Context: an optimization exercise on an open-source flow, tuned for small area. The choices shown serve that exercise and are no tape-out recipe. Only simulation tests tie the RTL to the original design; equivalence was not proved. Power figures rest on the tool's default switching activity, not on a simulated workload.

build 83:
Design writeback_regfile, start of the top module:
module writeback_regfile #(
    parameter int unsigned DATA_WIDTH          = 32,
    parameter int unsigned ADDRESS_WIDTH       = 32,
    parameter int unsigned REG_FILE_ADDR_WIDTH = 5
) (
    input  logic                           clk,
    input  logic                           rst,
    input  logic                           regwritew,
    input  logic [2:0]                     resultsrcw,
    input  logic [DATA_WIDTH-1:0]          aluresultw,
    input  logic [DATA_WIDTH-1:0]          readdataw,
    input  logic [REG_FILE_ADDR_WIDTH-1:0] rdw,
    input  logic [DATA_WIDTH-1:0]          pcplus4w,
    input  logic [DATA_WIDTH-1:0]          immextw,
    input  logic [ADDRESS_WIDTH-1:0]       pctargetw,
    input  logic [REG_FILE_ADDR_WIDTH-1:0] rs1d,
    input  logic [REG_FILE_ADDR_WIDTH-1:0] rs2d,
    output logic [DATA_WIDTH-1:0]          rd1d,
    output logic [DATA_WIDTH-1:0]          rd2d,
    output logic [DATA_WIDTH-1:0]          resultw,
    output logic [DATA_WIDTH-1:0]          a0,
    output logic [31:0]                    retirecount
);
export LEC_CHECK = 0
export CAP_MARGIN = 20
export CORE_MARGIN = 2
export CORE_UTILIZATION = 40
export CTS_CLUSTER_DIAMETER = 80
export CTS_CLUSTER_SIZE = 20
export SLEW_MARGIN = 20
export SYNTH_HIERARCHICAL = 1
create_clock -name core_clock -period 7.0 [get_ports {clk}]
standard.sh (not shown) runs the stock make flow with config.mk's settings and CLKGATE_MAP_FILE= SYNTH_SCRIPT=/design/flow/synth_recipe.tcl, a recipe that flattens the netlist after the stock synthesis.
==> flow/flow/run.sh <==
#!/bin/bash
# The standard layout (the standard.sh, all ORFS steps through finish),
# with one change: the port buffers that global placement inserts use the
# smallest buffer, sky130_fd_sc_hd__buf_1, instead of the default choice.
# Each ORFS step's full log stays under orfs/logs/; make's own output goes
# to standard_make.log in this folder.
set -euo pipefail
bash standard.sh "BUFFER_PORTS_ARGS=-buffer_cell sky130_fd_sc_hd__buf_1" finish > standard_make.log 2>&1
Modified inputs, build 4 compared to build 83
# build 83
export LEC_CHECK = 0
export CAP_MARGIN = 20
export CORE_MARGIN = 2
export CORE_UTILIZATION = 40
export CTS_CLUSTER_DIAMETER = 80
export CTS_CLUSTER_SIZE = 20
export SLEW_MARGIN = 20
export SYNTH_HIERARCHICAL = 1
create_clock -name core_clock -period 7.0 [get_ports {clk}]
# build 4
export LEC_CHECK = 0
export CAP_MARGIN = 20
export CORE_MARGIN = 2
export CORE_UTILIZATION = 55
export CTS_CLUSTER_DIAMETER = 80
export CTS_CLUSTER_SIZE = 24
export SLEW_MARGIN = 20
export SYNTH_HIERARCHICAL = 1
create_clock -name core_clock -period 7.0 [get_ports {clk}]
## What came out
- The final reports for build 4 and build 83 show routed wire length higher in the former.
- Build 4 leaves more setup margin than build 83.
- Via count of the routed design on build 4 is up relative to build 83.
- Build 4 vs build 83: placement row count down
[inputs] build 62 vs build 4
# build 4
export LEC_CHECK = 0
export CAP_MARGIN = 20
export CORE_MARGIN = 2
export CORE_UTILIZATION = 55
export CTS_CLUSTER_DIAMETER = 80
export CTS_CLUSTER_SIZE = 24
export SLEW_MARGIN = 20
export SYNTH_HIERARCHICAL = 1
create_clock -name core_clock -period 7.0 [get_ports {clk}]
# build 62
export LEC_CHECK = 0
export CAP_MARGIN = 20
export CORE_MARGIN = 2
export CORE_UTILIZATION = 45
export CTS_CLUSTER_DIAMETER = 80
export CTS_CLUSTER_SIZE = 24
export SLEW_MARGIN = 20
export SYNTH_HIERARCHICAL = 1
create_clock -name core_clock -period 7.0 [get_ports {clk}]
--- outcome ---
Relative contribution of the clock network to total power delta (build 62 -> build 4): insignificant. Build 62 | status: complete | timing, DRC, antenna: pass. Summary: with build 4 as the reference, routability-driven placement congestion ratio in build 62 moved down by a few percent. Changes observed in build 62 relative to build 4: number of non-filler instances in the completed layout grew by 200; via count shrank by about 7%; detailed-route vias per instance shrank by about 10%; part of the power in combinational logic grew by 0.3 points; area of the die grew by 22%. On number of nets in the finished design, build 62 and build 4 are neck and neck. After detailed routing, build 4 needs more wire than build 62. Build 62: period utilization is 1.9 points lower than what build 4 reported. Build 62 ends up with a global-route usage that is 12 points lower than in build 4.

re-timing with driven ports:
The results above use ideal ports. As a check the final layouts listed here were re-extracted and re-timed, cells and wires unchanged.
Step 1 assumes that a clkbuf_16 drives the clock port and a buf_2 every other input.
Step 2 times the ports against the registers' clock, not the clock port: input delays grow and output delays shrink by t, the midpoint of the rising clock arrivals with the driver on.
a / b / c = ideal ports / drivers / drivers and shift; a / b = the first two.
| run | shift t [ns] | slack for setup (ns) | latest minus earliest clock arrival (ns) |
|---|---|---|---|
| build 83 | 0.754 | 0.360 / 0.334 / 0.334 | 0.063 / 0.062 |
| build 4 | 0.738 | 0.431 / 0.403 / 0.403 | 0.031 / 0.031 |
| build 62 | 0.729 | 0.565 / 0.536 / 0.536 | 0.048 / 0.048 |
After both steps every run listed still meets setup and hold. For build 62, which loses most, drivers alone change the setup slack by -0.029 ns; drivers and shift together by -0.029 ns.
